Background: an optimization exercise with open tools, aiming at small area. Do not read the settings as production practice.
RTL that was checked went through simulation tests only; none was proved equivalent to the original.
The RTL of run 5 was laid out without a check of its function.
No activity file was given, so power comes from the tool's default toggle rates.

## flow/run.sh

```bash
#!/bin/bash
# synth_recipe.tcl (not shown) runs the flow's synth.tcl, then flattens the netlist and writes it again
# the make line also repeats each setting of config.mk as NAME=value (left out here)
make -C /OpenROAD-flow-scripts/flow DESIGN_CONFIG=/design/flow/config.mk WORK_HOME=/design/flow/orfs CLKGATE_MAP_FILE= SYNTH_SCRIPT=/design/flow/synth_recipe.tcl finish
```

## flow/constraint.sdc

```tcl
create_clock -name core_clock -period 7.5 [get_ports {aclk}]
set_input_delay 1.5000 -clock core_clock [delete_from_list [all_inputs] [get_ports {aclk}]]
set_output_delay 1.5000 -clock core_clock [all_outputs]
set_load 0.01 [all_outputs]
```

## flow/design.v

```verilog
package dnsr_pkg;
    localparam int ID_W    = 16;
    localparam int ADDR_W  = 32;
    localparam int PORT_W  = 16;
    localparam int TIME_W  = 32;
    localparam int AGE_W   = 16;
    localparam int LIMIT_W = 4;
    localparam int REM_W   = 4;
    localparam int unsigned AGE_SCALE_MS = 1000;
    localparam logic [AGE_W-1:0]   AGE_RESET   = 16'd60;
    localparam logic [LIMIT_W-1:0] LIMIT_RESET = 4'd5;
    localparam logic REG_AGE_SECONDS = 1'b0;
    localparam logic REG_KEEP_LIMIT  = 1'b1;
    typedef enum logic [1:0] {
        CMD_ADD   = 2'd0,
        CMD_FIND  = 2'd1,
        CMD_SWEEP = 2'd2
    } cmd_t;
    typedef enum logic [2:0] {
        STAT_ADDED      = 3'd0,
        STAT_RETRANS    = 3'd1,
        STAT_REPLY_HIT  = 3'd2,
        STAT_REPLY_MISS = 3'd3,
        STAT_SWEEP_DONE = 3'd4
    } status_t;
    typedef enum logic [1:0] {
        S_IDLE,
        S_SCAN,
        S_WRITE,
        S_DONE
    } state_t;
    typedef struct packed {
        logic [ID_W-1:0]   local_id;
        logic [ID_W-1:0]   client_id;
        logic [ADDR_W-1:0] addr;
        logic [PORT_W-1:0] port;
        logic [TIME_W-1:0] stamp;
    } entry_t;
endpackage
module dns_relay_query_id_table_unit #(
    parameter int TABLE_DEPTH = 8
) (
    input  logic        aclk,
    input  logic        aresetn,
    input  logic        s_tvalid,
    output logic        s_tready,
    input  logic [95:0] s_tdata,
    input  logic [1:0]  s_tuser,
    output logic        m_tvalid,
    input  logic        m_tready,
    output logic [71:0] m_tdata,
    output logic [2:0]  m_tuser,
    input  logic        cfg_wr_en,
    input  logic        cfg_index,
    input  logic [15:0] cfg_wdata
);
    localparam int ENTRY_W = 64;
    logic [8*ENTRY_W-1:0] ring;
    logic [ENTRY_W-1:0]   tap;
    logic [8*32-1:0]      lanes;
    logic        busy_reg;
    logic        done_reg;
    logic        mvalid_reg;
    logic        started_reg;
    logic        scanned_reg;
    logic        win_reg;
    logic [3:0]  b_reg;
    logic [2:0]  oldest_reg;
    logic [3:0]  count_reg;
    logic [15:0] next_id_reg;
    logic [15:0] age_reg;
    logic [3:0]  limit_reg;
    logic [7:0]  lt_reg;
    logic [1:0]  cy_reg;
    logic [3:0]  ed_reg;
    logic [2:0]  od_reg;
    logic [15:0] o_id_reg;
    logic [47:0] o_ap_reg;
    logic [3:0]  o_rm_reg;
    logic [2:0]  o_st_reg;
    logic        is_add, is_find;
    logic [2:0]  ph;
    logic [2:0]  k3;
    logic        wrapped;
    logic [3:0]  k;
    logic [3:0]  e;
    logic [2:0]  target;
    logic [15:0] x;
    logic [15:0] sub;
    logic        add_active, add_end, add_hit;
    logic        f_inrange, f_at;
    logic        removable;
    logic        start;
    logic        lap_end;
    assign tap     = ring[ENTRY_W-1:0];
    assign is_add  = s_tuser == dnsr_pkg::CMD_ADD;
    assign is_find = s_tuser == dnsr_pkg::CMD_FIND;
    assign ph      = b_reg[2:0];
    assign k3      = ph - oldest_reg;
    assign wrapped = started_reg && (k3 == 3'd0);
    assign k       = {wrapped, k3};
    assign e       = count_reg - k;
    assign target  = oldest_reg + count_reg[2:0];
    assign lap_end = b_reg == 4'd15;
    always_comb begin
        if (is_find) begin
            x = s_tdata[15:0];
        end else if (done_reg) begin
            x = 16'hffff;
        end else if (scanned_reg) begin
            x = 16'd0;
        end else begin
            x = {12'd0, e};
        end
    end
    assign sub = next_id_reg - x;
    assign add_active = started_reg || (k3 == 3'd0);
    assign add_end    = k == count_reg;
    assign add_hit    = tap[15:0] == s_tdata[15:0];
    assign f_inrange = (sub[15:4] == 12'd0) && (sub[3:0] != 4'd0) && (sub[3:0] <= count_reg);
    assign f_at      = e == sub[3:0];
    assign start = !busy_reg && !done_reg && s_tvalid && !mvalid_reg;
    logic [1:0]  now2;
    logic        ev, od;
    logic [2:0]  col0, col1;
    logic [1:0]  cin;
    logic [1:0]  cut2;
    assign now2 = 2'(s_tdata[64 +: 32] >> {b_reg, 1'b0});
    assign ev   = (b_reg >= 4'd1 && b_reg <= 4'd8) ? age_reg[{b_reg[2:0] - 3'd1, 1'b0}] : 1'b0;
    assign od   = (b_reg >= 4'd2 && b_reg <= 4'd9) ? age_reg[{b_reg[2:0] - 3'd2, 1'b1}] : 1'b0;
    assign cin  = (b_reg == 4'd0) ? 2'd1 : cy_reg;
    assign col0 = 3'(now2[0]) + 3'(ed_reg[0]) + 3'(od) + 3'(!ed_reg[3]) + 3'(cin);
    assign col1 = 3'(now2[1]) + 3'(od) + 3'(ev) + 3'(!od_reg[2]) + 3'(col0[2:1]);
    assign cut2 = {col1[0], col0[0]};
    logic [7:0] lt_next;
    always_comb begin
        for (int j = 0; j < 8; j++) begin
            logic [1:0] s;
            logic       l;
            s = lanes[32*j +: 2];
            l = (b_reg == 4'd0) ? 1'b0 : lt_reg[j];
            l = (s[0] != cut2[0]) ? cut2[0] : l;
            l = (s[1] != cut2[1]) ? cut2[1] : l;
            lt_next[j] = l;
        end
    end
    assign removable = (count_reg != 4'd0) && (lt_reg[oldest_reg] || (count_reg > limit_reg));
    logic        fin;
    logic        in_lap;
    logic        scan_done;
    logic        wr_entry;
    logic        wr_stamp;
    logic        pass;
    logic        pop;
    logic        grow;
    logic        ld_id, ld_ap;
    logic [15:0] id_val;
    logic        rm_inc, rm_set;
    logic        st_ld;
    logic [2:0]  st_val;
    assign in_lap = win_reg || (b_reg == 4'd0);
    always_comb begin
        fin       = 1'b0;
        scan_done = 1'b0;
        wr_entry  = 1'b0;
        wr_stamp  = 1'b0;
        pass      = 1'b0;
        pop       = 1'b0;
        grow      = 1'b0;
        ld_id     = 1'b0;
        ld_ap     = 1'b0;
        id_val    = sub;
        rm_inc    = 1'b0;
        rm_set    = 1'b0;
        st_ld     = 1'b0;
        st_val    = dnsr_pkg::STAT_ADDED;
        if (busy_reg) begin
            if (is_add) begin
                if (!scanned_reg) begin
                    if (add_active) begin
                        if (add_end) begin
                            scan_done = 1'b1;
                        end else if (add_hit) begin
                            fin    = 1'b1;
                            ld_id  = 1'b1;
                            st_ld  = 1'b1;
                            st_val = dnsr_pkg::STAT_RETRANS;
                        end
                    end
                end else if (in_lap) begin
                    wr_stamp = 1'b1;
                    wr_entry = ph == target;
                    if (lap_end) begin
                        fin    = 1'b1;
                        ld_id  = 1'b1;
                        rm_set = count_reg[3];
                        if (count_reg[3]) begin
                            pop = 1'b1;
                        end else begin
                            grow = 1'b1;
                        end
                    end
                end
            end else if (is_find) begin
                if (!f_inrange) begin
                    fin    = 1'b1;
                    st_ld  = 1'b1;
                    st_val = dnsr_pkg::STAT_REPLY_MISS;
                end else if (f_at) begin
                    fin    = 1'b1;
                    ld_id  = 1'b1;
                    ld_ap  = 1'b1;
                    id_val = tap[15:0];
                    st_ld  = 1'b1;
                    st_val = dnsr_pkg::STAT_REPLY_HIT;
                end
            end else begin
                if (!scanned_reg) begin
                    if (in_lap) begin
                        pass      = 1'b1;
                        scan_done = lap_end;
                    end
                end else if (removable) begin
                    pop    = 1'b1;
                    rm_inc = 1'b1;
                end else begin
                    fin    = 1'b1;
                    st_ld  = 1'b1;
                    st_val = dnsr_pkg::STAT_SWEEP_DONE;
                end
            end
        end
    end
    always_ff @(posedge aclk) begin
        ring <= {(wr_entry ? s_tdata[63:0] : tap), ring[8*ENTRY_W-1:ENTRY_W]};
        for (int j = 0; j < 8; j++) begin
            lanes[32*j +: 32] <= {((wr_stamp && (target == 3'(j))) ? now2 : lanes[32*j +: 2]),
                                  lanes[32*j+2 +: 30]};
        end
        ed_reg <= {ed_reg[2:0], ev};
        od_reg <= {od_reg[1:0], od};
        cy_reg <= col1[2:1];
        if (pass) begin
            lt_reg <= lt_next;
        end
    end
    always_ff @(posedge aclk) begin
        if (!aresetn) begin
            busy_reg    <= 1'b0;
            done_reg    <= 1'b0;
            mvalid_reg  <= 1'b0;
            b_reg       <= 4'd0;
            oldest_reg  <= 3'd0;
            count_reg   <= 4'd0;
            next_id_reg <= 16'd0;
            age_reg     <= dnsr_pkg::AGE_RESET;
            limit_reg   <= dnsr_pkg::LIMIT_RESET;
        end else begin
            b_reg <= b_reg + 4'd1;
            if (mvalid_reg && m_tready) begin
                mvalid_reg <= 1'b0;
            end
            if (start) begin
                if (s_tuser == 2'd3) begin
                    done_reg <= 1'b1;
                end else begin
                    busy_reg <= 1'b1;
                end
            end
            if (fin) begin
                busy_reg <= 1'b0;
                done_reg <= 1'b1;
            end
            if (done_reg) begin
                done_reg   <= 1'b0;
                mvalid_reg <= s_tuser != 2'd3;
                if (is_add && o_st_reg == dnsr_pkg::STAT_ADDED) begin
                    next_id_reg <= sub;
                end
            end
            if (pop) begin
                oldest_reg <= oldest_reg + 3'd1;
                if (!is_add) begin
                    count_reg <= count_reg - 4'd1;
                end
            end
            if (grow) begin
                count_reg <= count_reg + 4'd1;
            end
            if (cfg_wr_en) begin
                if (cfg_index == dnsr_pkg::REG_KEEP_LIMIT) begin
                    limit_reg <= cfg_wdata[3:0];
                end else begin
                    age_reg <= cfg_wdata;
                end
            end
        end
    end
    always_ff @(posedge aclk) begin
        if (start) begin
            started_reg <= 1'b0;
            scanned_reg <= 1'b0;
            win_reg     <= 1'b0;
            o_id_reg    <= 16'd0;
            o_ap_reg    <= 48'd0;
            o_rm_reg    <= 4'd0;
            o_st_reg    <= 3'd0;
        end else begin
            if (busy_reg && (k3 == 3'd0)) begin
                started_reg <= 1'b1;
            end
            if (scan_done) begin
                scanned_reg <= 1'b1;
            end
            if (pass || wr_stamp) begin
                win_reg <= !lap_end;
            end
            if (ld_id) begin
                o_id_reg <= id_val;
            end
            if (ld_ap) begin
                o_ap_reg <= tap[63:16];
            end
            if (rm_inc) begin
                o_rm_reg <= o_rm_reg + 4'd1;
            end
            if (rm_set) begin
                o_rm_reg <= 4'd1;
            end
            if (st_ld) begin
                o_st_reg <= st_val;
            end
        end
    end
    assign s_tready = done_reg;
    assign m_tvalid = mvalid_reg;
    assign m_tdata  = {4'd0, o_rm_reg, o_ap_reg, o_id_reg};
    assign m_tuser  = o_st_reg;
endmodule
```

## flow/config.mk

```make
export PLATFORM = sky130hd
export DESIGN_NAME = dns_relay_query_id_table_unit
export DESIGN_NICKNAME = dns_relay_query_id_table_unit
export VERILOG_FILES = /design/flow/design.v
export SDC_FILE = /design/flow/constraint.sdc
export NUM_CORES = 4
export LEC_CHECK = 0
export ABC_AREA = 1
export CAP_MARGIN = 20
export CORE_MARGIN = 2
export CORE_UTILIZATION = 40
export SLEW_MARGIN = 20
```

==> results.json, run 1 <==
{
  "status": "finished clean",
  "crit_fanout": 61,
  "reg2reg_slack_ps": 1740,
  "pre_cts_slack_ps": 843,
  "fin_crit_ps": 6040,
  "totalWireLength_um": 49300,
  "area_growth_pct": 23.6,
  "clock_latency_ps": 630,
  "worst_pin_slew_ps": 1070,
  "total_power_w": 0.0103,
  "mostFrequentLayoutCells": "dfxtp_1 (900), nand2_1 (285), nor2_1 (227)",
  "tns_ps": 0,
  "netlist_area_um2": 24900,
  "drc_errors": 0,
  "dp_cells": 3179,
  "ir_drop_mv": 0.252,
  "relSlewSlack": 0.286,
  "yosysWarnings": 1,
  "grt_pass1_wl_um": 77700,
  "place_congestion": 0.855,
  "fill_cells": 5418,
  "critPathCaptureType": "flip-flop",
  "cts_tree": "yes",
  "crit_type": "input port to flip-flop",
  "cp-startpoint": "s_tuser[1]",
  "hold_path_class": "flip-flop to flip-flop",
  "max_stage_delay_ps": 520,
  "fin_crit_sh": 0.805,
  "crit_cells": 28,
  "grtUsageTotal": 0.154,
  "final_nets": 2604,
  "clockRootBuffer": "clkbuf_16",
  "ys_types": 47,
  "clk_pin_slew_ps": 70,
  "drt_first_iter_violations": 777,
  "crit_family": "simple AND/OR/NAND/NOR gates",
  "fin_cells": 3336,
  "fmax_ghz": 0.166,
  "grt_max_degree": 73,
  "async_flop_share": 0,
  "via_count": 14881,
  "dp_hpwl_um": 32300,
  "start_kind": "input port",
  "worst_ep_required_time_ps": 8010,
  "largest_register_ffs": 512,
  "layout_setup_ws_ps": 1460,
  "clock_sinks": 909,
  "start_util": 0.404,
  "cts_buffers": 85,
  "hold_viol": 0,
  "holdPathStages": 0,
  "worst_path_most_repeated_cell": "nand2_1",
  "grt.overflow.total": 0,
  "fp.coreArea_um2": 61600,
  "r2r_start": "b_reg[0]$_SDFF_PN0_",
  "min_from": "lanes[130]$_DFF_P_",
  "syn-instance-count": 2202,
  "synth_edf_count": 8,
  "leakagePower_nw": 12.9,
  "slew_viol_final": 0,
  "final_common_cell": "dfxtp_1",
  "syn_avg_cell_area_um2": 11.3,
  "ant_nets": 0,
  "antenna_found_initial": 6,
  "drive_gt1_frac": 0.0929,
  "via_per_inst": 4.46,
  "clk_path_buf_depth": 3,
  "die_h_um": 253,
  "post_drt_wl_per_cell_um": 14.8,
  "cts_resized": 0,
  "critPathArrivalTime_ps": 6550,
  "firstDrtPassIters": 5,
  "crit_path_top_delay_cell": "clkdlybuf4s50_1",
  "die_area_um2": 64200,
  "ctsHtreeMaxLevel": 3,
  "die_w_um": 253,
  "ctsHoldBuffers": 0,
  "rsz0062_at_grt": "false",
  "critPathBufInv": 7,
  "r2r_cells": 32,
  "synth-seq-cells": 909,
  "ios": 197,
  "p_per_area_nw_per_um2": 335,
  "post_cts_buffers": 0,
  "rows": 91,
  "seq_area_frac_synth": 0.735,
  "port_buffers": 192,
  "finalSetupViolCount": 0,
  "clock_skew_ps": 34.2,
  "grt_pass1_vias": 14729,
  "max-cap-violations": 0,
  "synthFlopType": "dfxtp_1"
}
==> cells in the mapped netlist, types with 13 or more instances <==
cell type | count | share of area
a21oi_1 | 98 | 0.020
clkbuf_1 | 40 | 0.0060
dfxtp_1 | 901 | 0.73
ha_1 | 44 | 0.022
inv_1 | 174 | 0.026
mux2_2 | 48 | 0.022
nand2_1 | 286 | 0.043
nand3_1 | 58 | 0.012
nand4_1 | 13 | 0.0033
nor2_1 | 227 | 0.034
o21ai_0 | 136 | 0.027
o21ai_1 | 36 | 0.0072
o22ai_1 | 16 | 0.0040
==> report_power, final <==
group          internal [W]  switching (W)  leakage (nW)
Combinational      0.000300       0.000500          4.05
Clock               0.00273        0.00184          1.51
Sequential          0.00490      0.0000287          7.34
Total               0.00793        0.00237          12.9
==> path summary, 6_finish.rpt <==
check,endpoint
setup / recovery,o_ap_reg[7]$_SDFFE_PP0P_
hold / removal,lanes[128]$_DFF_P_
setup reg to reg,o_ap_reg[7]$_SDFFE_PP0P_
hold reg to reg,lanes[128]$_DFF_P_
==> worst reg2reg max path: cells and delay by family, from the launching register on <==
family / cells / cell delay (ps)
buf+inv: 5 / 1150
compound gates: 2 / 430
simple gates: 20 / 1840
fa+ha+maj: 5 / 1940
flops: 1 / 310
==> per-stage QoR <==
step / hold slack, ps / area, um^2 / util
after CTS: 294 / 30700 / 0.499
after global placement: 310 / 27600 / 0.448
after detailed placement: 312 / 27600 / 0.448
after global routing: 297 / 30700 / 0.499
final: 294 / 30700 / 0.499
after floorplan: 310 / 24900 / -
==> per-layer routing <==
| layer | vias to the layer above | GRT usage | wire length [um] |
|---|---|---|---|
| li1 | 7487 | - | - |
| met1 | 6936 | 0.201 | 23000 |
| met2 | 339 | 0.243 | 21900 |
| met3 | 111 | 0.0380 | 2650 |
| met4 | 8 | 0.0681 | 1630 |
| met5 | - | 0 | 47 |
==> final cells by class <==
| cell class | instances | area, um^2 | share of cell area |
|---|---|---|---|
| sequential | 909 | 18300 | 0.595 |
| multi-input combinational | 1050 | 5630 | 0.183 |
| clock buffer | 116 | 2510 | 0.0816 |
| timing repair buffer | 200 | 1980 | 0.0645 |
| tap | 837 | 1050 | 0.0341 |
| inverter | 183 | 689 | 0.0224 |
| clock inverter | 39 | 599 | 0.0195 |
| antenna | 2 | 5.00 | 0.000163 |
==> kinds of logic (layout without fill, tap and decap cells) <==
group	after synthesis	in the layout	synth area share
xor gates and xnor gates	17	17	0.00599
other	1	6	0.000151
and+or+nand+nor	621	621	0.103
AOI/OAI and AO/OA	305	305	0.0639
adders and majority gates	55	55	0.0310
buffers and inverters	246	538	0.0397
DFF	909	909	0.735
muxes	48	48	0.0217
==> run 2, diff against run 1 <==
==> flow/flow/run.sh (new file) <==
#!/bin/bash
# The standard layout (the standard.sh, unchanged synthesis, floorplan, power grid and
# tap cells) with two placement/CTS options changed:
#  - port buffers use the smallest buffer cell (every port still gets its buffer)
#  - clock tree: small clock buffers and no dummy loads
# make's full output goes to flow_make.log here; each ORFS step keeps its own log under orfs/logs.
set -euo pipefail
bash standard.sh \
  BUFFER_PORTS_ARGS="-buffer_cell sky130_fd_sc_hd__buf_1" \
  CTS_ARGS="-sink_clustering_enable -repair_clock_nets -dont_use_dummy_load -buf_list sky130_fd_sc_hd__clkbuf_4" \
  finish > flow_make.log 2>&1
==> flow/standard.sh (new file) <==
#!/bin/bash
# synth_recipe.tcl (not shown) runs the flow's synth.tcl, then flattens the netlist and writes it again
# the make line also repeats each setting of config.mk as NAME=value (left out here)
make -C /OpenROAD-flow-scripts/flow DESIGN_CONFIG=/design/flow/config.mk WORK_HOME=/design/flow/orfs CLKGATE_MAP_FILE= SYNTH_SCRIPT=/design/flow/synth_recipe.tcl "${@:-finish}"
removed: flow/run.sh
==> run 2 against run 1 <==
Final cell count is 1.6% higher. Die area stayed put. Utilization is 4.4 points lower. Critical path type is now flip-flop to flip-flop. Largest cell class unchanged. Highest routed layer unchanged.
==> results.json, run 2 <==
{
  "clk_path_buf_depth": 3,
  "clock_latency_ps": 960,
  "clock_sinks": 909,
  "relSlewSlack": 0.373,
  "drt_first_iter_violations": 900,
  "final_common_cell": "dfxtp_1",
  "cts_tree": "yes",
  "cts_resized": 0,
  "dp_hpwl_um": 32000,
  "max-cap-violations": 0,
  "totalWireLength_um": 48100,
  "clk_pin_slew_ps": 60,
  "fmax_ghz": 0.174,
  "synth_edf_count": 8,
  "max_stage_delay_ps": 580,
  "synthTopCellsByCount": "dfxtp_1 (901), nand2_1 (286), nor2_1 (227)",
  "synthTopCellsByArea": "dfxtp_1 (73%), nand2_1 (4.3%), nor2_1 (3.4%)",
  "rsz0062_at_grt": "false",
  "fp.coreArea_um2": 61600,
  "start_kind": "flip-flop",
  "die_h_um": 253,
  "synthFlopType": "dfxtp_1",
  "ir_drop_mv": 0.151,
  "critPathCaptureType": "flip-flop",
  "die_area_um2": 64200,
  "synth_top_cell_by_area": "dfxtp_1",
  "crit_path_top_delay_cell": "buf_4",
  "slew_viol_final": 0,
  "hold_path_class": "flip-flop to flip-flop",
  "grt_max_degree": 62,
  "via_count": 15296,
  "grt.overflow.total": 0,
  "yosysTopAreaCellShare": 0.725,
  "yosysMostFrequentCell": "dfxtp_1",
  "async_flop_share": 0,
  "rows": 91,
  "layout_setup_ws_ps": 1760,
  "synth-seq-cells": 909,
  "clock_skew_ps": 100,
  "grtUsageTotal": 0.152,
  "worst_path_most_repeated_cell": "nand2_1",
  "syn_avg_cell_area_um2": 11.3,
  "place_congestion": 0.853,
  "clockRootBuffer": "clkbuf_4",
  "antenna_found_initial": 5,
  "via_per_inst": 4.51,
  "fin_crit_ps": 5740,
  "fin_crit_sh": 0.765,
  "start_util": 0.404,
  "pre_cts_slack_ps": 1320,
  "post_cts_buffers": 0,
  "grt_pass1_vias": 15263,
  "finalSetupViolCount": 0,
  "crit_fanout": 49,
  "ys_types": 47,
  "leakagePower_nw": 11.9,
  "netlist_area_um2": 24900,
  "p_per_area_nw_per_um2": 301,
  "cts_buffers": 207,
  "status": "finished clean",
  "grt_pass1_wl_um": 76100,
  "largest_register_ffs": 512,
  "ant_nets": 0,
  "area_growth_pct": 12.6,
  "seq_area_frac_synth": 0.735,
  "mostFrequentLayoutCells": "dfxtp_1 (900), nand2_1 (285), nor2_1 (227)",
  "drc_errors": 0,
  "drive_gt1_frac": 0.115,
  "worst_ep_required_time_ps": 8240,
  "port_buffers": 192,
  "worst_pin_slew_ps": 941,
  "final_nets": 2727,
  "hold_viol": 0,
  "syn-instance-count": 2202,
  "tns_ps": 0,
  "ctsHtreeMaxLevel": 4,
  "ctsHoldBuffers": 0,
  "die_w_um": 253,
  "ios": 197,
  "yosysWarnings": 1,
  "post_drt_wl_per_cell_um": 14.2,
  "crit_type": "flip-flop to flip-flop",
  "critPathArrivalTime_ps": 6480,
  "firstDrtPassIters": 5
}
## run 2: cell counts after synthesis
Identical to the previous run, type by type.
## run 2: path summary, 6_finish.rpt
path / startpoint / to / slack, ps / depth (start not counted)
max: b_reg[0]$_SDFF_PN0_ / o_id_reg[15]$_SDFFE_PP0P_ / 1760 / 32
min: ring[77]$_DFF_P_ / ring[13]$_DFF_P_ / 230 / 0
max reg2reg: b_reg[0]$_SDFF_PN0_ / o_id_reg[15]$_SDFFE_PP0P_ / 1760 / 32
min reg2reg: ring[77]$_DFF_P_ / ring[13]$_DFF_P_ / 230 / 0
## run 2: area by class of cell
type / instances / area [um^2]
Fill cell: 5751 / 33600
Sequential cell: 909 / 18300
Multi-Input combinational cell: 1050 / 5620
Clock buffer: 207 / 1550
Tap cell: 837 / 1050
Timing Repair Buffer: 201 / 810
Inverter: 183 / 689
Antenna cell: 2 / 5.00
## run 2: cells by family after synthesis
logic type,share of synthesized area
other cells,0.000151
xor+xnor,0.00599
flops,0.735
fa+ha+maj,0.0310
mux,0.0217
buf+inv,0.0397
compound gates,0.0639
simple gates,0.103
## run 2: per-stage QoR
stage	cells	power (W)	hold slack, ps	cell area [um^2]	utilization
2_1_floorplan	2205	0.00556	310	24900	-
3_3_place_gp	3179	0.00574	310	26400	0.429
3_5_place_dp	3180	0.00577	312	26400	0.429
4_1_cts	3387	0.00858	217	28000	0.455
5_1_grt	3389	0.00893	207	28000	0.455
6_report	3389	0.00843	234	28000	0.455
## run 2: per-layer routing
layer	vias to the layer above	global-route usage	part of all wire
met2	411	0.230	0.44
met4	6	0.0820	0.036
met3	125	0.0491	0.059
met5	-	0	0.00071
li1	7700	-	-
met1	7054	0.192	0.47
## run 2: report_power, final
part,total (W),leakage [nW],internal (W),switching [W]
registers,0.00493,7.34,0.00490,0.0000251
logic,0.000740,3.58,0.000246,0.000494
clock network,0.00276,0.952,0.00125,0.00151
total,0.00843,11.9,0.00640,0.00203
## run 2: critical path, delay by kind of cell, from the launching register on
kind | cells | cell delay (ps)
AO/OA/AOI/OAI | 2 | 140
flip-flops | 1 | 300
buffers and inverters | 5 | 1310
AND/OR/NAND/NOR | 20 | 1910
adder cells (fa/ha/maj) | 5 | 1920
==> run 3, diff against run 2 <==
--- a/flow/flow/run.sh
+++ b/flow/flow/run.sh
@@ -8,4 +8,4 @@
 bash standard.sh \
   BUFFER_PORTS_ARGS="-buffer_cell sky130_fd_sc_hd__buf_1" \
-  CTS_ARGS="-sink_clustering_enable -repair_clock_nets -dont_use_dummy_load -buf_list sky130_fd_sc_hd__clkbuf_4" \
+  CTS_ARGS="-sink_clustering_enable -repair_clock_nets -dont_use_dummy_load -buf_list sky130_fd_sc_hd__clkbuf_4 -sink_clustering_size 10 -sink_clustering_max_diameter 50" \
   finish > flow_make.log 2>&1
--- a/flow/config.mk
+++ b/flow/config.mk
@@ -6,7 +6,8 @@
 export NUM_CORES = 4
 export LEC_CHECK = 0
-export ABC_AREA = 1
+export ABC_AREA = 0
 export CAP_MARGIN = 20
 export CORE_MARGIN = 2
 export CORE_UTILIZATION = 40
+export PLACE_DENSITY = 0.8
 export SLEW_MARGIN = 20
==> run 3 against run 2 <==
Highest routed layer is now met4. Critical endpoint is now o_id_reg[13]$_SDFFE_PP0P_. Sequential cell count is the same. Utilization fell by 1.0 points. Non-clock buffer count rose by 2. Worst setup slack lost 810 ps.
==> results.json, run 3 <==
{
  "total_power_w": 0.00756,
  "ctsHoldBuffers": 0,
  "area_growth_pct": 9.51,
  "drt_first_iter_violations": 788,
  "synth-seq-cells": 909,
  "max_stage_delay_ps": 620,
  "fin_crit_sh": 0.873,
  "leakagePower_nw": 10.5,
  "clock_latency_ps": 840,
  "synth_xor_area_frac": 0.0195,
  "clk_pin_slew_ps": 100,
  "ys_types": 75,
  "tns_ps": 0,
  "multi_input_area_um2": 5840,
  "crit_chain": "ha_1 > inv_1 > fa_1 > inv_1 > ha_1 > nor2b_1 > or3_1 > and4_1 > a211oi_1 > nor2_1 > o22ai_1 > ha_1 > o21ai_1 > a21oi_1 > a21oi_1 > ha_1 > nand3_1 > o22ai_1 > o22ai_1 > nor4bb_1 > nand4_1 > nor3_4 > or2_1 > a31oi_1",
  "crit_type": "flip-flop to flip-flop",
  "worst_ep_required_time_ps": 8090,
  "whs_ps": 233,
  "fp.coreArea_um2": 60600,
  "wl_met1_um": 20400,
  "final_core_util": 0.444,
  "via_count": 13608,
  "synth-simple-area-share": 0.0682,
  "regArea_um2": 18300,
  "clock_sinks": 909,
  "place_congestion": 0.874,
  "cts_resized": 0,
  "slew_viol_final": 0,
  "cts_tree": "yes",
  "totalWireLength_um": 45000,
  "crit_fanout": 16,
  "die_area_um2": 63500,
  "grt_pass1_wl_um": 71100,
  "clockRootBuffer": "clkbuf_4",
  "async_flop_share": 0,
  "synthTopCellsByArea": "dfxtp_1 (73%), mux2_2 (3.4%), nand2_1 (3.1%)",
  "worst_path_most_repeated_cell": "ha_1",
  "drive_gt1_frac": 0.108,
  "reg2reg_slack_ps": 950,
  "yosysMostFrequentCell": "dfxtp_1",
  "die_h_um": 252,
  "post_cts_buffers": 0,
  "hold_path_class": "flip-flop to flip-flop",
  "via_per_inst": 4.72,
  "synthFlopType": "dfxtp_1",
  "drc_errors": 0,
  "critPathCaptureType": "flip-flop",
  "critPathArrivalTime_ps": 7140,
  "final_nets": 2273,
  "rows": 90,
  "synthMuxAreaShare": 0.0518,
  "ant_nets": 0,
  "port_buffers": 192,
  "maxUsedRoutingLayer": "met4",
  "grt_max_degree": 79,
  "start_kind": "flip-flop",
  "yosysTopAreaCellShare": 0.734,
  "synth_top_family_by_area": "simple AND/OR/NAND/NOR gates",
  "cts_buffers": 106,
  "rsz0062_at_grt": "false",
  "grt_pass1_vias": 13852,
  "crit_path_top_delay_cell": "or2_1",
  "yosysWarnings": 1,
  "p_per_area_nw_per_um2": 281,
  "syn-instance-count": 1849,
  "grt.overflow.total": 0,
  "ir_drop_mv": 0.156,
  "grtUsageTotal": 0.143,
  "synth_top_cell_by_area": "dfxtp_1",
  "netlist_area_um2": 24600,
  "largest_register_ffs": 512,
  "clk_path_buf_depth": 3,
  "synth_compound_area_frac": 0.0620,
  "fill_cells": 5456,
  "clock_skew_ps": 104,
  "dr_wl_met2_um": 20600,
  "yosys.area_share.adder": 0.0346,
  "relSlewSlack": 0.279,
  "synth_edf_count": 8,
  "firstDrtPassIters": 7,
  "worst_pin_slew_ps": 1080,
  "hold_viol": 0,
  "die_w_um": 252,
  "dp_hpwl_um": 31000,
  "finalSetupViolCount": 0,
  "antenna_found_initial": 3,
  "max-cap-violations": 0,
  "fin_crit_ps": 6550,
  "final_common_cell": "dfxtp_1",
  "layout_setup_ws_ps": 952,
  "met3_wirelength_um": 2340,
  "seq_area_frac_synth": 0.743,
  "synthTopCellsByCount": "dfxtp_1 (901), nand2_1 (205), a21oi_1 (86)",
  "ios": 197,
  "fmax_ghz": 0.153,
  "post_drt_wl_per_cell_um": 15.6,
  "mostFrequentLayoutCells": "dfxtp_1 (901), nand2_1 (205), buf_1 (191)",
  "ctsHtreeMaxLevel": 3,
  "syn_avg_cell_area_um2": 13.3,
  "pre_cts_slack_ps": 751,
  "status": "finished clean",
  "start_util": 0.406
}
==> run 3: worst max-delay path: cells and delay by family (launching register included) <==
kind | cells | cell delay [ps]
fa+ha+maj | 5 | 1690
buf+inv | 2 | 140
simple gates | 9 | 2600
compound gates | 8 | 1370
flops | 1 | 500
==> run 3: final cells by class <==
type / instances / share of cell area
flip-flops and latches: 909 / 0.679
multi-input cells: 824 / 0.217
well taps: 782 / 0.0363
repair buffers: 203 / 0.0303
clock buffers: 106 / 0.0296
inverters: 54 / 0.00753
diodes: 4 / 0.000372
==> run 3: cell families (layout without fill, tap and decap cells) <==
family                   after synthesis  after routing
XOR/XNOR                              53             53
multiplexers                          98             98
other                                  1              8
AO/OA/AOI/OAI                        243            243
flip-flops                           909            909
buffers and inverters                119            363
adder cells (fa/ha/maj)               63             63
AND/OR/NAND/NOR                      363            363
==> run 3: metal layers <==
metal / up-vias / GRT usage
li1: 6632 / -
met1: 6495 / 0.182
met2: 374 / 0.223
met3: 107 / 0.0353
met4: 0 / 0.0766
met5: - / 0
==> run 3: final timing paths <==
path / start / to / cells past startpoint
worst min register to register: ring[447]$_DFF_P_ / ring[383]$_DFF_P_ / 0
worst max register to register: oldest_reg[0]$_SDFFE_PN0P_ / o_id_reg[13]$_SDFFE_PP0P_ / 24
worst min-delay path: ring[447]$_DFF_P_ / ring[383]$_DFF_P_ / 0
worst max-delay path: oldest_reg[0]$_SDFFE_PN0P_ / o_id_reg[13]$_SDFFE_PP0P_ / 24
==> run 3: stage by stage <==
stage                     std cells  instance area (um^2)
final                          2882                 26900
after floorplan                1852                 24600
after global placement         2772                 26100
after global routing           2881                 26900
after CTS                      2878                 26900
after detailed placement       2772                 26100
==> run 3: report_power, final <==
part	internal (W)	leakage (nW)	switching, W
logic	0.000277	2.68	0.000375
registers	0.00489	7.32	0.0000237
clock network	0.000648	0.488	0.00135
total	0.00582	10.5	0.00175
==> run 4, diff against run 3 <==
--- a/flow/config.mk
+++ b/flow/config.mk
@@ -10,4 +10,3 @@
 export CORE_MARGIN = 2
 export CORE_UTILIZATION = 40
-export PLACE_DENSITY = 0.8
 export SLEW_MARGIN = 20
==> run 4 against run 3 <==
Utilization about the same. Largest power group unchanged. Critical path depth unchanged. Still clean on timing, DRC and antenna. Via count down 2.5%. Register-to-register slack better by 280 ps. Design area about the same. Final cell count about the same. Power about the same. First-iteration DRC count down 21%.
==> results.json, run 4 <==
{
  "status": "finished clean",
  "hold_path_class": "flip-flop to flip-flop",
  "ctsHoldBuffers": 0,
  "area_growth_pct": 9.50,
  "clock_skew_ps": 136,
  "final_common_cell": "dfxtp_1",
  "slew_viol_final": 0,
  "reg2reg_slack_ps": 1230,
  "largest_register_ffs": 512,
  "crit_chain": "ha_1 > inv_1 > fa_1 > inv_1 > ha_1 > nor2b_1 > or3_1 > and4_1 > a211oi_1 > nor2_1 > o22ai_1 > ha_1 > o21ai_1 > a21oi_1 > a21oi_1 > ha_1 > nand3_1 > o22ai_1 > o22ai_1 > nor4bb_1 > nand4_1 > nor3_4 > or2_1 > a31oi_1",
  "grt_pass1_vias": 13628,
  "grt_max_degree": 79,
  "cts_buffers": 105,
  "cts_tree": "yes",
  "r2r-end": "o_id_reg[12]$_SDFFE_PP0P_",
  "grtUsageMet3": 0.0332,
  "place_congestion": 0.857,
  "clk_path_buf_depth": 3,
  "via_per_inst": 4.60,
  "port_buffers": 192,
  "start_util": 0.406,
  "syn-instance-count": 1849,
  "start_kind": "flip-flop",
  "synthTopCellsByCount": "dfxtp_1 (901), nand2_1 (205), a21oi_1 (86)",
  "drc_errors": 0,
  "synth_top_family_by_area": "simple AND/OR/NAND/NOR gates",
  "critPathCaptureType": "flip-flop",
  "grtUsageMet1": 0.186,
  "netlist_area_um2": 24600,
  "fmax_ghz": 0.160,
  "grt.overflow.total": 0,
  "seq_area_frac_synth": 0.743,
  "post_drt_wl_per_cell_um": 15.4,
  "rsz0062_at_grt": "false",
  "max-cap-violations": 0,
  "post_cts_buffers": 0,
  "finalSetupViolCount": 0,
  "leakagePower_nw": 10.5,
  "synth_edf_count": 8,
  "yosysMostFrequentCell": "dfxtp_1",
  "yosys.area_share.adder": 0.0346,
  "r2r_cells": 24,
  "critPathBufInv": 2,
  "hold_viol": 0,
  "synth-simple-area-share": 0.0682,
  "synth_top_cell_by_area": "dfxtp_1",
  "synthTopCellsByArea": "dfxtp_1 (73%), mux2_2 (3.4%), nand2_1 (3.1%)",
  "clock_sinks": 909,
  "ant_nets": 0,
  "fp.coreArea_um2": 60600,
  "crit_cells": 24,
  "firstDrtPassIters": 5,
  "ios": 197,
  "relSlewSlack": 0.300,
  "fin_crit_ps": 6270,
  "crit_family": "simple AND/OR/NAND/NOR gates",
  "holdPathStages": 0,
  "final_nets": 2272,
  "endpoint": "o_id_reg[12]$_SDFFE_PP0P_",
  "critPathArrivalTime_ps": 6890,
  "clk_pin_slew_ps": 100,
  "crit_fanout": 16,
  "totalWireLength_um": 44300,
  "tns_ps": 0,
  "synth_compound_area_frac": 0.0620,
  "synth-seq-cells": 909,
  "fill_cells": 5579,
  "drive_gt1_frac": 0.107,
  "yosysWarnings": 1,
  "pre_cts_slack_ps": 828,
  "crit_path_top_delay_cell": "or2_1",
  "crit_type": "flip-flop to flip-flop",
  "grt_most_used_layer": "met2",
  "ir_drop_mv": 0.154,
  "worst_ep_required_time_ps": 8120,
  "r2r_start": "oldest_reg[0]$_SDFFE_PN0P_",
  "dp_hpwl_um": 29100,
  "ys_types": 75,
  "cp-startpoint": "oldest_reg[0]$_SDFFE_PN0P_",
  "syn_avg_cell_area_um2": 13.3,
  "via_count": 13272,
  "fin_crit_sh": 0.836,
  "clock_latency_ps": 890,
  "grt_pass1_wl_um": 70800,
  "clockRootBuffer": "clkbuf_4",
  "yosysTopAreaCellShare": 0.734,
  "max_stage_delay_ps": 600,
  "worst_pin_slew_ps": 1050,
  "worst_path_most_repeated_cell": "ha_1",
  "synthFlopType": "dfxtp_1",
  "drt_first_iter_violations": 623,
  "ctsHtreeMaxLevel": 3,
  "met2_usage": 0.227,
  "cts_resized": 0,
  "placed_cell_area_um2": 26100,
  "synth_xor_area_frac": 0.0195,
  "antenna_found_initial": 4,
  "mostFrequentLayoutCells": "dfxtp_1 (901), nand2_1 (205), buf_1 (191)",
  "layout_setup_ws_ps": 1230,
  "finalInstanceArea_um2": 26900,
  "synthMuxAreaShare": 0.0518,
  "grtUsageTotal": 0.142,
  "rows": 90,
  "p_per_area_nw_per_um2": 281,
  "async_flop_share": 0,
  "die_area_um2": 63500,
  "die_w_um": 252,
  "die_h_um": 252
}
## run 4: worst min path at each step
stage	start	end	slack, ps
detailed placement	lanes[149]$_DFF_P_	lanes[147]$_DFF_P_	310
floorplan	ed_reg[1]$_DFF_P_	ed_reg[2]$_DFF_P_	310
global route	ring[278]$_DFF_P_	ring[214]$_DFF_P_	230
CTS	ring[278]$_DFF_P_	ring[214]$_DFF_P_	230
finish	ring[278]$_DFF_P_	ring[214]$_DFF_P_	250
global placement	ring[342]$_DFF_P_	ring[278]$_DFF_P_	310
## run 4: cells by family (layout without fill, tap and decap cells)
kind of cell / after synthesis / count (layout)
AOI/OAI and AO/OA: 243 / 243
DFF: 909 / 909
and+or+nand+nor: 363 / 363
muxes: 98 / 98
buffers and inverters: 119 / 362
adders and majority gates: 63 / 63
xor gates and xnor gates: 53 / 53
other: 1 / 10
## run 4: metal layers
metal	part of all wire	up-vias
met5	0.00023	-
met4	0.025	2
met3	0.049	91
met2	0.46	288
met1	0.47	6271
li1	-	6620
## run 4: report_power, final
group          switching (W)  leakage (nW)  internal (W)
clock                0.00137         0.483      0.000642
combinational       0.000366          2.68      0.000274
sequential         0.0000217          7.32       0.00489
## run 4: through the flow
stage,cells,hold slack [ps],power (W),util
3_3_place_gp,2772,310,0.00565,0.431
6_report,2883,245,0.00757,0.444
5_1_grt,2882,226,0.00796,0.444
4_1_cts,2877,235,0.00771,0.444
2_1_floorplan,1852,310,0.00549,-
3_5_place_dp,2772,312,0.00567,0.431
## run 4: area by class of cell
class / count / area (um^2) / share of cell area
well taps: 782 / 978 / 0.0363
inverters: 54 / 203 / 0.00753
flip-flops and latches: 909 / 18300 / 0.679
multi-input cells: 824 / 5840 / 0.217
repair buffers: 203 / 817 / 0.0303
diodes: 6 / 15.0 / 0.000558
clock buffers: 105 / 788 / 0.0293
==> run 5, diff against run 4 <==
--- a/flow/design.v
+++ b/flow/design.v
@@ -68,5 +68,5 @@
     logic [2:0]  oldest_reg;
     logic [3:0]  count_reg;
-    logic [15:0] next_id_reg;
+    logic [15:0] base_reg;
     logic [15:0] age_reg;
     logic [3:0]  limit_reg;
@@ -84,10 +84,6 @@
     logic        wrapped;
     logic [3:0]  k;
-    logic [3:0]  e;
     logic [2:0]  target;
-    logic [15:0] x;
-    logic [15:0] sub;
     logic        add_active, add_end, add_hit;
-    logic        f_inrange, f_at;
     logic        removable;
     logic        start;
@@ -100,24 +96,13 @@
     assign wrapped = started_reg && (k3 == 3'd0);
     assign k       = {wrapped, k3};
-    assign e       = count_reg - k;
     assign target  = oldest_reg + count_reg[2:0];
     assign lap_end = b_reg == 4'd15;
-    always_comb begin
-        if (is_find) begin
-            x = s_tdata[15:0];
-        end else if (done_reg) begin
-            x = 16'hffff;
-        end else if (scanned_reg) begin
-            x = 16'd0;
-        end else begin
-            x = {12'd0, e};
-        end
-    end
-    assign sub = next_id_reg - x;
+    logic [15:0] lid;
+    logic        find_hit;
+    assign lid = base_reg + {12'd0, k};
     assign add_active = started_reg || (k3 == 3'd0);
     assign add_end    = k == count_reg;
     assign add_hit    = tap[15:0] == s_tdata[15:0];
-    assign f_inrange = (sub[15:4] == 12'd0) && (sub[3:0] != 4'd0) && (sub[3:0] <= count_reg);
-    assign f_at      = e == sub[3:0];
+    assign find_hit   = lid == s_tdata[15:0];
     assign start = !busy_reg && !done_reg && s_tvalid && !mvalid_reg;
     logic [1:0]  now2;
@@ -170,5 +155,5 @@
         ld_id     = 1'b0;
         ld_ap     = 1'b0;
-        id_val    = sub;
+        id_val    = lid;
         rm_inc    = 1'b0;
         rm_set    = 1'b0;
@@ -181,4 +166,5 @@
                         if (add_end) begin
                             scan_done = 1'b1;
+                            ld_id     = 1'b1;
                         end else if (add_hit) begin
                             fin    = 1'b1;
@@ -193,5 +179,4 @@
                     if (lap_end) begin
                         fin    = 1'b1;
-                        ld_id  = 1'b1;
                         rm_set = count_reg[3];
                         if (count_reg[3]) begin
@@ -203,15 +188,17 @@
                 end
             end else if (is_find) begin
-                if (!f_inrange) begin
-                    fin    = 1'b1;
-                    st_ld  = 1'b1;
-                    st_val = dnsr_pkg::STAT_REPLY_MISS;
-                end else if (f_at) begin
-                    fin    = 1'b1;
-                    ld_id  = 1'b1;
-                    ld_ap  = 1'b1;
-                    id_val = tap[15:0];
-                    st_ld  = 1'b1;
-                    st_val = dnsr_pkg::STAT_REPLY_HIT;
+                if (add_active) begin
+                    if (add_end) begin
+                        fin    = 1'b1;
+                        st_ld  = 1'b1;
+                        st_val = dnsr_pkg::STAT_REPLY_MISS;
+                    end else if (find_hit) begin
+                        fin    = 1'b1;
+                        ld_id  = 1'b1;
+                        ld_ap  = 1'b1;
+                        id_val = tap[15:0];
+                        st_ld  = 1'b1;
+                        st_val = dnsr_pkg::STAT_REPLY_HIT;
+                    end
                 end
             end else begin
@@ -253,5 +240,5 @@
             oldest_reg  <= 3'd0;
             count_reg   <= 4'd0;
-            next_id_reg <= 16'd0;
+            base_reg    <= 16'd0;
             age_reg     <= dnsr_pkg::AGE_RESET;
             limit_reg   <= dnsr_pkg::LIMIT_RESET;
@@ -275,10 +262,8 @@
                 done_reg   <= 1'b0;
                 mvalid_reg <= s_tuser != 2'd3;
-                if (is_add && o_st_reg == dnsr_pkg::STAT_ADDED) begin
-                    next_id_reg <= sub;
-                end
             end
             if (pop) begin
                 oldest_reg <= oldest_reg + 3'd1;
+                base_reg   <= base_reg + 16'd1;
                 if (!is_add) begin
                     count_reg <= count_reg - 4'd1;
==> run 5 against run 4 <==
Clock power about the same. Via count decreased by 5.6%. Clock skew increased by 21 ps. Area after synthesis decreased by 0.70%. Worst hold slack got worse by 32 ps. Maximum frequency increased by 20%. Critical path type unchanged. Still clean on timing, DRC and antenna. Critical path depth decreased by 11. Sequential cell count unchanged. Highest routed layer unchanged. Power decreased by 3.3%. Global-route usage decreased by 0.15 points. Critical endpoint is now o_id_reg[4]$_SDFFE_PP0P_. Routed wire length decreased by 2.5%. Worst setup slack improved by 1000 ps.
==> results.json, run 5 <==
{
  "ctsHtreeMaxLevel": 3,
  "cts_tree": "yes",
  "clk_path_buf_depth": 3,
  "clock_sinks": 909,
  "die_area_um2": 63000,
  "port_buffers": 192,
  "drt_first_iter_violations": 558,
  "ios": 197,
  "relSlewSlack": 0.321,
  "finalSetupViolCount": 0,
  "die_h_um": 251,
  "p_int_w": 0.00569,
  "synth_compound_area_frac": 0.0380,
  "switchingPower_w": 0.00163,
  "holdPathStages": 0,
  "netlist_area_um2": 24400,
  "critPathCaptureType": "flip-flop",
  "seq_power_share": 0.668,
  "clk_pin_slew_ps": 100,
  "post_drt_wl_per_cell_um": 15.5,
  "fp.coreArea_um2": 60400,
  "ctsHoldBuffers": 0,
  "via_count": 12533,
  "place_congestion": 0.830,
  "grt_pass1_vias": 12804,
  "fmax_ghz": 0.191,
  "final_nets": 2152,
  "yosysMostFrequentCell": "dfxtp_1",
  "ys_types": 75,
  "p_per_area_nw_per_um2": 274,
  "fin_crit_ps": 5220,
  "leakagePower_nw": 10.4,
  "drc_errors": 0,
  "clock_skew_ps": 156,
  "start_kind": "flip-flop",
  "pwr-share-clk": 0.275,
  "yosys.area_share.adder": 0.0258,
  "r2r_cells": 13,
  "synthFlopType": "dfxtp_1",
  "async_flop_share": 0,
  "slew_viol_final": 0,
  "yosysTopAreaCellShare": 0.739,
  "fill_cells": 5496,
  "ant_nets": 0,
  "start_util": 0.404,
  "synthTopCellsByArea": "dfxtp_1 (74%), mux2_2 (3.1%), mux2i_1 (2.3%)",
  "synth_xor_area_frac": 0.0322,
  "grt_max_degree": 65,
  "synthTopCellsByCount": "dfxtp_1 (901), nand2_1 (103), nor2_1 (81)",
  "syn-instance-count": 1746,
  "synth_top_family_by_area": "multiplexers",
  "combPwrFrac": 0.057,
  "grtUsageTotal": 0.140,
  "crit_type": "flip-flop to flip-flop",
  "crit_fanout": 17,
  "via_per_inst": 4.51,
  "synth-seq-cells": 909,
  "yosysWarnings": 1,
  "clockRootBuffer": "clkbuf_4",
  "grt_pass1_wl_um": 68400,
  "largest_register_ffs": 512,
  "placed_cell_area_um2": 25900,
  "dp_hpwl_um": 29200,
  "totalWireLength_um": 43200,
  "worst_ep_required_time_ps": 8160,
  "hold_viol": 0,
  "syn_avg_cell_area_um2": 14.0,
  "drive_gt1_frac": 0.111,
  "tns_ps": 0,
  "status": "finished clean",
  "firstDrtPassIters": 5,
  "rsz0062_at_grt": "false",
  "grt.overflow.total": 0,
  "synth_edf_count": 8,
  "area_growth_pct": 9.42,
  "critPathArrivalTime_ps": 5880,
  "cts_resized": 0,
  "ir_drop_mv": 0.140,
  "hold_path_class": "flip-flop to flip-flop",
  "worst_pin_slew_ps": 1020,
  "fin_crit_sh": 0.696,
  "clock_latency_ps": 910,
  "post_cts_buffers": 0,
  "rows": 90,
  "cts_buffers": 106,
  "max-cap-violations": 0,
  "die_w_um": 251,
  "mostFrequentLayoutCells": "dfxtp_1 (901), buf_1 (191), clkbuf_4 (106)",
  "whs_ps": 213,
  "seq_area_frac_synth": 0.749,
  "synthMuxAreaShare": 0.0699,
  "antenna_found_initial": 5,
  "synth-simple-area-share": 0.0657,
  "switching_share": 0.222,
  "finalInstanceArea_um2": 26700,
  "synth_top_cell_by_area": "dfxtp_1",
  "final_common_cell": "dfxtp_1"
}
[run 5: cell count changes in the layout (fill, tap and decap cells not counted), sizes merged, moves of 8 or more]
| cell | previous run | this run |
|---|---|---|
| a21oi | 86 | 24 |
| nand4 | 8 | 17 |
| inv | 54 | 46 |
| a31oi | 27 | 8 |
| mux2i | 8 | 56 |
| a22oi | 2 | 13 |
| o31ai | 20 | 0 |
| xnor2 | 23 | 57 |
| nor2 | 42 | 84 |
| nand2 | 205 | 103 |
| ha | 44 | 28 |
| o21ai | 41 | 29 |
[run 5: power by group through the flow]
stage | sequential, W | combinational, W | clock [W]
CTS | 0.00489 | 0.000425 | 0.00215
detailed placement | 0.00500 | 0.000425 | 0
global route | 0.00490 | 0.000471 | 0.00234
global placement | 0.00500 | 0.000401 | 0
floorplan | 0.00499 | 0.000310 | 0
finish | 0.00489 | 0.000419 | 0.00201
[run 5: logic make-up (layout without fill, tap and decap cells)]
| family | count (synthesis) | count (layout) |
|---|---|---|
| DFF | 909 | 909 |
| and+or+nand+nor | 322 | 322 |
| muxes | 141 | 141 |
| AOI/OAI and AO/OA | 134 | 134 |
| buffers and inverters | 108 | 351 |
| xor gates and xnor gates | 85 | 85 |
| adders and majority gates | 46 | 46 |
| other | 1 | 12 |
[run 5: final timing paths]
kind,startpoint,endpoint,slack (ps)
worst min-delay path,lanes[223]$_DFF_P_,lanes[221]$_DFF_P_,210
worst min register to register,lanes[223]$_DFF_P_,lanes[221]$_DFF_P_,210
worst max register to register,b_reg[1]$_SDFF_PN0_,o_id_reg[4]$_SDFFE_PP0P_,2280
worst max-delay path,b_reg[1]$_SDFF_PN0_,o_id_reg[4]$_SDFFE_PP0P_,2280
[run 5: metrics by stage]
stage	util	std cells	total power (W)	worst slack, ps
detailed placement	0.429	2668	0.00543	2260
finish	0.443	2782	0.00732	2280
global route	0.442	2780	0.00771	1800
CTS	0.442	2774	0.00747	2180
global placement	0.429	2668	0.00540	2370
floorplan	-	1749	0.00530	2340
[run 5: per-layer routing]
| layer | GRT usage | wire [um] | up-vias |
|---|---|---|---|
| met4 | 0.0543 | 1230 | 6 |
| met5 | 0 | 44 | - |
| met3 | 0.0415 | 2410 | 111 |
| met1 | 0.190 | 21000 | 5905 |
| li1 | - | - | 6246 |
| met2 | 0.211 | 18500 | 265 |
[run 5: layout make-up]
cell class / instances / area (um^2) / share of cell area
repair buffers: 198 / 779 / 0.0292
inverters: 47 / 176 / 0.00660
multi-input cells: 732 / 5680 / 0.213
well taps: 782 / 978 / 0.0366
clock buffers: 106 / 796 / 0.0298
diodes: 8 / 20.0 / 0.000749
flip-flops and latches: 909 / 18300 / 0.684
[run 5: worst max-delay path: stages (launching register included)]
cell       delay, ps
dfxtp_1          900
fa_1             630
nand3b_1         270
nor2_1           140
ha_1             450
nor2_2           200
a2111oi_2        570
xnor2_1          210
o21ai_0          120
a211o_1          280
or4_1            720
mux2_4           360
nor2_1            80
nor3_1            50
==> run 6, diff against run 5 <==
--- a/flow/design.v
+++ b/flow/design.v
@@ -68,5 +68,5 @@
     logic [2:0]  oldest_reg;
     logic [3:0]  count_reg;
-    logic [15:0] base_reg;
+    logic [15:0] next_id_reg;
     logic [15:0] age_reg;
     logic [3:0]  limit_reg;
@@ -84,4 +84,5 @@
     logic        wrapped;
     logic [3:0]  k;
+    logic [3:0]  e;
     logic [2:0]  target;
     logic        add_active, add_end, add_hit;
@@ -96,9 +97,10 @@
     assign wrapped = started_reg && (k3 == 3'd0);
     assign k       = {wrapped, k3};
+    assign e       = count_reg - k;
     assign target  = oldest_reg + count_reg[2:0];
     assign lap_end = b_reg == 4'd15;
     logic [15:0] lid;
     logic        find_hit;
-    assign lid = base_reg + {12'd0, k};
+    assign lid = next_id_reg - {12'd0, e};
     assign add_active = started_reg || (k3 == 3'd0);
     assign add_end    = k == count_reg;
@@ -240,5 +242,5 @@
             oldest_reg  <= 3'd0;
             count_reg   <= 4'd0;
-            base_reg    <= 16'd0;
+            next_id_reg <= 16'd0;
             age_reg     <= dnsr_pkg::AGE_RESET;
             limit_reg   <= dnsr_pkg::LIMIT_RESET;
@@ -262,8 +264,10 @@
                 done_reg   <= 1'b0;
                 mvalid_reg <= s_tuser != 2'd3;
+                if (is_add && o_st_reg == dnsr_pkg::STAT_ADDED) begin
+                    next_id_reg <= next_id_reg + 16'd1;
+                end
             end
             if (pop) begin
                 oldest_reg <= oldest_reg + 3'd1;
-                base_reg   <= base_reg + 16'd1;
                 if (!is_add) begin
                     count_reg <= count_reg - 4'd1;
--- a/flow/config.mk
+++ b/flow/config.mk
@@ -6,5 +6,5 @@
 export NUM_CORES = 4
 export LEC_CHECK = 0
-export ABC_AREA = 0
+export ABC_AREA = 1
 export CAP_MARGIN = 20
 export CORE_MARGIN = 2
==> run 6 against run 5 <==
Routed wire length rose by 2.6%. Clock power about the same. Still clean. Sequential share of layout area fell by 0.15 points. Via count grew 13%. Largest power group unchanged. Global-route usage grew 0.10 points. Power grew 3.6%. Clock-buffer cell count is 1 lower.
==> results.json, run 6 <==
{
  "clock_skew_ps": 119,
  "grt_pass1_wl_um": 71200,
  "clockRootBuffer": "clkbuf_4",
  "status": "finished clean",
  "clock_latency_ps": 850,
  "ios": 197,
  "hold_path_class": "flip-flop to flip-flop",
  "post_drt_wl_per_cell_um": 14.1,
  "antenna_found_initial": 3,
  "synth-seq-cells": 909,
  "leakagePower_nw": 11.2,
  "clk_path_buf_depth": 3,
  "ant_nets": 0,
  "synth_top_cell_by_area": "dfxtp_1",
  "drive_gt1_frac": 0.0807,
  "fp.coreArea_um2": 60500,
  "ctsHoldBuffers": 0,
  "rows": 90,
  "worst_pin_slew_ps": 1010,
  "r2r_start": "oldest_reg[0]$_SDFFE_PN0P_",
  "totalWireLength_um": 44300,
  "finalSetupViolCount": 0,
  "clock_sinks": 909,
  "die_h_um": 252,
  "final_nets": 2517,
  "fin_crit_ps": 5530,
  "worst_ep_required_time_ps": 8200,
  "critPathArrivalTime_ps": 6240,
  "crit_type": "flip-flop to flip-flop",
  "drt_first_iter_violations": 712,
  "yosysWarnings": 1,
  "hold_viol": 0,
  "whs_ps": 258,
  "via_per_inst": 4.51,
  "port_buffers": 192,
  "area_growth_pct": 9.11,
  "seq_area_frac_synth": 0.745,
  "synthTopCellsByArea": "dfxtp_1 (74%), nor2_1 (4.3%), nand2_1 (3.4%)",
  "dp_hpwl_um": 29900,
  "clk_pin_slew_ps": 110,
  "critPathCaptureType": "flip-flop",
  "layout_setup_ws_ps": 1970,
  "ys_types": 54,
  "worst_path_most_repeated_cell": "nand2_1",
  "fill_cells": 5571,
  "cts_resized": 0,
  "syn_avg_cell_area_um2": 11.7,
  "die_w_um": 252,
  "grt_pass1_vias": 14011,
  "crit_path_top_delay_cell": "buf_4",
  "place_congestion": 0.880,
  "async_flop_share": 0,
  "synthTopCellsByCount": "dfxtp_1 (901), nor2_1 (280), nand2_1 (224)",
  "netlist_area_um2": 24500,
  "relSlewSlack": 0.324,
  "cts_tree": "yes",
  "syn-instance-count": 2100,
  "ctsHtreeMaxLevel": 3,
  "fmax_ghz": 0.181,
  "min_from": "ring[265]$_DFF_P_",
  "synthFlopType": "dfxtp_1",
  "cts_buffers": 105,
  "max-cap-violations": 0,
  "synth_edf_count": 8,
  "pre_cts_slack_ps": 1900,
  "yosysTopAreaCellShare": 0.735,
  "rsz0062_at_grt": "false",
  "firstDrtPassIters": 5,
  "yosysMostFrequentCell": "dfxtp_1",
  "start_util": 0.406,
  "cp-startpoint": "oldest_reg[0]$_SDFFE_PN0P_",
  "grtUsageTotal": 0.141,
  "slew_viol_final": 0,
  "p_per_area_nw_per_um2": 283,
  "via_count": 14164,
  "grt_max_degree": 73,
  "final_common_cell": "dfxtp_1",
  "fin_crit_sh": 0.738,
  "drc_errors": 0,
  "crit_fanout": 66,
  "reg2reg_slack_ps": 1970,
  "grt.overflow.total": 0,
  "tns_ps": 0,
  "fin_cells": 3139,
  "post_cts_buffers": 0,
  "start_kind": "flip-flop",
  "max_stage_delay_ps": 620,
  "die_area_um2": 63300,
  "largest_register_ffs": 512,
  "dp_cells": 3030,
  "mostFrequentLayoutCells": "dfxtp_1 (901), nor2_1 (280), nand2_1 (224)",
  "ir_drop_mv": 0.154
}
run 6: cell count changes in the layout (fill, tap and decap cells not counted), moves of 40 or more:
cell / before / now
nand2_1: 103 / 224
xnor2_1: 57 / 17
nand3_1: 24 / 64
mux2i_1: 56 / 0
o21ai_0: 23 / 152
nor2_1: 81 / 280
inv_1: 46 / 142
run 6: per-stage QoR:
step | total power [W] | instance area [um^2] | utilization
after floorplan | 0.00550 | 24500 | -
after global placement | 0.00566 | 26000 | 0.429
after detailed placement | 0.00570 | 26000 | 0.429
after CTS | 0.00772 | 26800 | 0.443
after global routing | 0.00800 | 26800 | 0.443
final | 0.00758 | 26800 | 0.443
run 6: power breakdown:
part,internal (W),switching [W],leakage [nW],total (W)
clock,0.000642,0.00136,0.483,0.00200
combinational,0.000217,0.000421,3.34,0.000638
sequential,0.00491,0.0000303,7.34,0.00494
run 6: critical path: cells and delay by family, from the launching register on:
kind | cells | cell delay, ps
xor+xnor | 2 | 410
flops | 1 | 520
fa+ha+maj | 4 | 1190
compound gates | 2 | 570
simple gates | 13 | 1290
buf+inv | 6 | 1460
run 6: logic make-up (layout without fill, tap and decap cells):
family                   count (synthesis)  in the layout  synth area share
flip-flops                             909            909             0.745
AND/OR/NAND/NOR                        635            635             0.110
AO/OA/AOI/OAI                          232            232            0.0503
buffers and inverters                  202            452            0.0363
multiplexers                            50             50            0.0229
adder cells (fa/ha/maj)                 42             42            0.0248
XOR/XNOR                                29             29            0.0104
other                                    1              8          0.000153
run 6: area by class of cell:
class | count | area, um^2 | area share
Sequential cell | 909 | 18300 | 0.683
Multi-Input combinational cell | 992 | 5390 | 0.201
Tap cell | 782 | 978 | 0.0366
Clock buffer | 105 | 788 | 0.0294
Timing Repair Buffer | 198 | 766 | 0.0286
Inverter | 149 | 559 | 0.0209
Antenna cell | 4 | 10.0 | 0.000374
run 6: routing by layer:
| layer | vias to the layer above | GRT usage | routed length, um |
|---|---|---|---|
| met5 | - | 0 | 0 |
| met3 | 82 | 0.0304 | 1830 |
| met1 | 6592 | 0.188 | 21200 |
| met2 | 301 | 0.226 | 20200 |
| met4 | 0 | 0.0524 | 1090 |
| li1 | 7189 | - | - |
run 6: path summary, 6_finish.rpt:
kind | endpoint | cells past startpoint
max reg2reg | o_ap_reg[6]$_SDFFE_PP0P_ | 27
min | ring[201]$_DFF_P_ | 0
max | o_ap_reg[6]$_SDFFE_PP0P_ | 27
min reg2reg | ring[201]$_DFF_P_ | 0
==> run 7, diff against run 6 <==
--- a/flow/config.mk
+++ b/flow/config.mk
@@ -6,7 +6,7 @@
 export NUM_CORES = 4
 export LEC_CHECK = 0
-export ABC_AREA = 1
+export ABC_AREA = 0
 export CAP_MARGIN = 20
 export CORE_MARGIN = 2
-export CORE_UTILIZATION = 40
+export CORE_UTILIZATION = 60
 export SLEW_MARGIN = 20
==> run 7 against run 6 <==
Still clean on timing, DRC and antenna. Synthesized cell count shrank 15%. Clock power shrank 2%. Sequential share of layout area grew 1.8 points. Power shrank 3.7%. Design area shrank 2.5%. Sequential cell count is the same. Die area shrank 34%. Non-clock buffer count grew 3. Final cell count shrank 18%. Area after synthesis shrank 1.4%. Utilization grew 21 points. Global-route usage grew 5.8 points. Largest cell class unchanged.
==> results.json, run 7 <==
{
  "post_cts_buffers": 0,
  "cts_tree": "yes",
  "regArea_um2": 18300,
  "syn-instance-count": 1784,
  "synth_top_cell_by_area": "dfxtp_1",
  "area_growth_pct": 7.94,
  "grt_pass1_wl_um": 64700,
  "rows": 73,
  "grt_most_used_layer": "met2",
  "totalWireLength_um": 40600,
  "critPathCaptureType": "flip-flop",
  "via_count": 12589,
  "syn_avg_cell_area_um2": 13.6,
  "hold_path_class": "flip-flop to flip-flop",
  "max-cap-violations": 0,
  "clk_path_buf_depth": 3,
  "grtUsageTotal": 0.200,
  "ys_types": 68,
  "p_int_w": 0.00567,
  "dp_hpwl_um": 27000,
  "seq_area_frac_synth": 0.756,
  "fill_cells": 3099,
  "port_buffers": 192,
  "netlist_area_um2": 24200,
  "final_nets": 2190,
  "grtUsageMet1": 0.273,
  "die_h_um": 205,
  "total_power_w": 0.00731,
  "drt_first_iter_violations": 564,
  "finalSetupViolCount": 0,
  "worst_pin_slew_ps": 1050,
  "ir_drop_mv": 0.216,
  "via_per_inst": 4.92,
  "hold_viol": 0,
  "clock_latency_ps": 820,
  "dp_cells": 2450,
  "final_common_cell": "dfxtp_1",
  "synth-seq-cells": 909,
  "clock_skew_ps": 77.9,
  "firstDrtPassIters": 5,
  "ant_nets": 0,
  "yosysTopAreaCellShare": 0.746,
  "pwr-share-clk": 0.268,
  "largest_register_ffs": 512,
  "rsz0062_at_grt": "false",
  "seq_power_share": 0.669,
  "clk_pin_slew_ps": 100,
  "fmax_ghz": 0.167,
  "synth_edf_count": 8,
  "start_util": 0.609,
  "mostFrequentLayoutCells": "dfxtp_1 (901), nand2_1 (206), buf_1 (192)",
  "worst_ep_required_time_ps": 8250,
  "clockRootBuffer": "clkbuf_4",
  "ctsHoldBuffers": 0,
  "fin_crit_sh": 0.796,
  "grt_pass1_vias": 12475,
  "fp.coreArea_um2": 39700,
  "finalInstanceArea_um2": 26100,
  "ios": 197,
  "place_congestion": 0.862,
  "multi_input_area_um2": 5410,
  "drive_gt1_frac": 0.115,
  "synthFlopType": "dfxtp_1",
  "status": "finished clean",
  "synthTopCellsByCount": "dfxtp_1 (901), nand2_1 (206), a21oi_1 (68)",
  "crit_type": "flip-flop to flip-flop",
  "cts_buffers": 101,
  "placed_cell_area_um2": 25300,
  "die_area_um2": 41900,
  "cts_resized": 0,
  "yosysWarnings": 1,
  "grtUsageMet3": 0.0587,
  "fin_cells": 2560,
  "start_kind": "flip-flop",
  "drc_errors": 0,
  "critPathArrivalTime_ps": 6730,
  "leakagePower_nw": 10.3,
  "min_from": "ring[217]$_DFF_P_",
  "clock_sinks": 909,
  "yosysMostFrequentCell": "dfxtp_1",
  "met2_usage": 0.301,
  "ctsHtreeMaxLevel": 3,
  "crit_fanout": 47,
  "post_drt_wl_per_cell_um": 15.9,
  "relSlewSlack": 0.297,
  "antenna_found_initial": 11,
  "combPwrFrac": 0.063,
  "tns_ps": 0,
  "grt_max_degree": 66,
  "fin_crit_ps": 5970,
  "r2r_start": "b_reg[1]$_SDFF_PN0_",
  "synthTopCellsByArea": "dfxtp_1 (75%), nand2_1 (3.2%), mux2_2 (3.1%)",
  "die_w_um": 205,
  "whs_ps": 277,
  "slew_viol_final": 0,
  "async_flop_share": 0,
  "switchingPower_w": 0.00163,
  "grt.overflow.total": 0,
  "cp-startpoint": "b_reg[1]$_SDFF_PN0_",
  "p_per_area_nw_per_um2": 280,
  "switching_share": 0.223
}
run 7: cell count changes in the layout (fill, tap and decap cells not counted), sizes merged, moves of 21 or more:
cell and change:
o21ai -121, xor2 +32, inv -99, nor2 -223, nand3 -44, xnor2 +21, nand2 -22, a21oi +50
run 7: layout make-up:
type / count / share of cell area
multi-input cells: 767 / 0.207
repair buffers: 201 / 0.0302
diodes: 9 / 0.000863
well taps: 525 / 0.0252
flip-flops and latches: 909 / 0.700
clock buffers: 101 / 0.0291
inverters: 48 / 0.00690
run 7: critical path, cell delays in order (launching register included):
cell	delay (ps)
dfxtp_1	880
fa_1	590
inv_1	90
ha_1	240
a21o_1	190
a21oi_1	170
xor2_1	90
ha_1	250
or4_4	510
or4_4	450
o21ai_2	120
o2111ai_1	110
a2111o_1	400
nor4_4	360
and4_2	550
buf_4	580
nand2_1	160
a21oi_2	150
run 7: worst paths after layout:
path | to | depth (start not counted) | slack (ps)
max | o_ap_reg[41]$_SDFFE_PP0P_ | 17 | 1530
min | ring[153]$_DFF_P_ | 0 | 280
max reg2reg | o_ap_reg[41]$_SDFFE_PP0P_ | 17 | 1530
min reg2reg | ring[153]$_DFF_P_ | 0 | 280
run 7: power by group through the flow:
stage	clock network, W	registers [W]	logic [W]
floorplan	0	0.00499	0.000339
global placement	0	0.00500	0.000448
detailed placement	0	0.00500	0.000464
CTS	0.00206	0.00489	0.000465
global route	0.00226	0.00490	0.000515
finish	0.00196	0.00489	0.000459
run 7: through the flow:
step                      utilization  setup slack, ps
after floorplan                     -             1890
after global placement          0.637             1660
after detailed placement        0.637             1500
after CTS                       0.656             1500
after global routing            0.657             1050
final                           0.657             1530
run 7: cell families (layout without fill, tap and decap cells):
group / after synthesis / in the layout / synth area share
other: 1 / 13 / 0.000155
xor gates and xnor gates: 86 / 86 / 0.0335
muxes: 90 / 90 / 0.0490
adders and majority gates: 50 / 50 / 0.0285
AOI/OAI and AO/OA: 170 / 170 / 0.0435
DFF: 909 / 909 / 0.756
and+or+nand+nor: 367 / 367 / 0.0678
buffers and inverters: 111 / 350 / 0.0216
run 7: per-layer routing:
| layer | up-vias | routed length, um |
|---|---|---|
| li1 | 6299 | - |
| met1 | 5967 | 19300 |
| met2 | 246 | 17900 |
| met3 | 71 | 2390 |
| met4 | 6 | 993 |
| met5 | - | 41 |

==> re-timing with driven ports <==
No port has a modelled driver above. Below, the same layouts with a new extraction and two added sets of constraints.
Step 1, drivers: a clkbuf_16 drives aclk and a buf_2 each remaining input, both assumed.
Step 2, shift: input delay + t, output delay - t, t = (earliest + latest rising clock arrival at the registers) / 2. This alone moves slack from input paths to output paths.
a / b / c = ideal ports / drivers / drivers and shift; a / b = the first two.
run | t, ns | slack for setup (ns) | pins driven straight from the clock port
run 1 | 0.673 | 1.460 / 1.489 / 0.816 | 1
run 2 | 0.957 | 1.760 / 1.760 / 1.240 | 1
run 3 | 0.837 | 0.952 / 0.952 / 0.952 | 1
run 4 | 0.873 | 1.233 / 1.233 / 1.233 | 1
run 5 | 0.879 | 2.277 / 2.277 / 2.277 | 1
run 6 | 0.847 | 1.965 / 1.965 / 1.965 | 1
run 7 | 0.834 | 1.526 / 1.526 / 1.526 | 1
After both steps setup and hold are still met in every run listed. The setup slack of run 1, which loses most, moves by +0.029 ns with the drivers and by -0.644 ns with both steps.
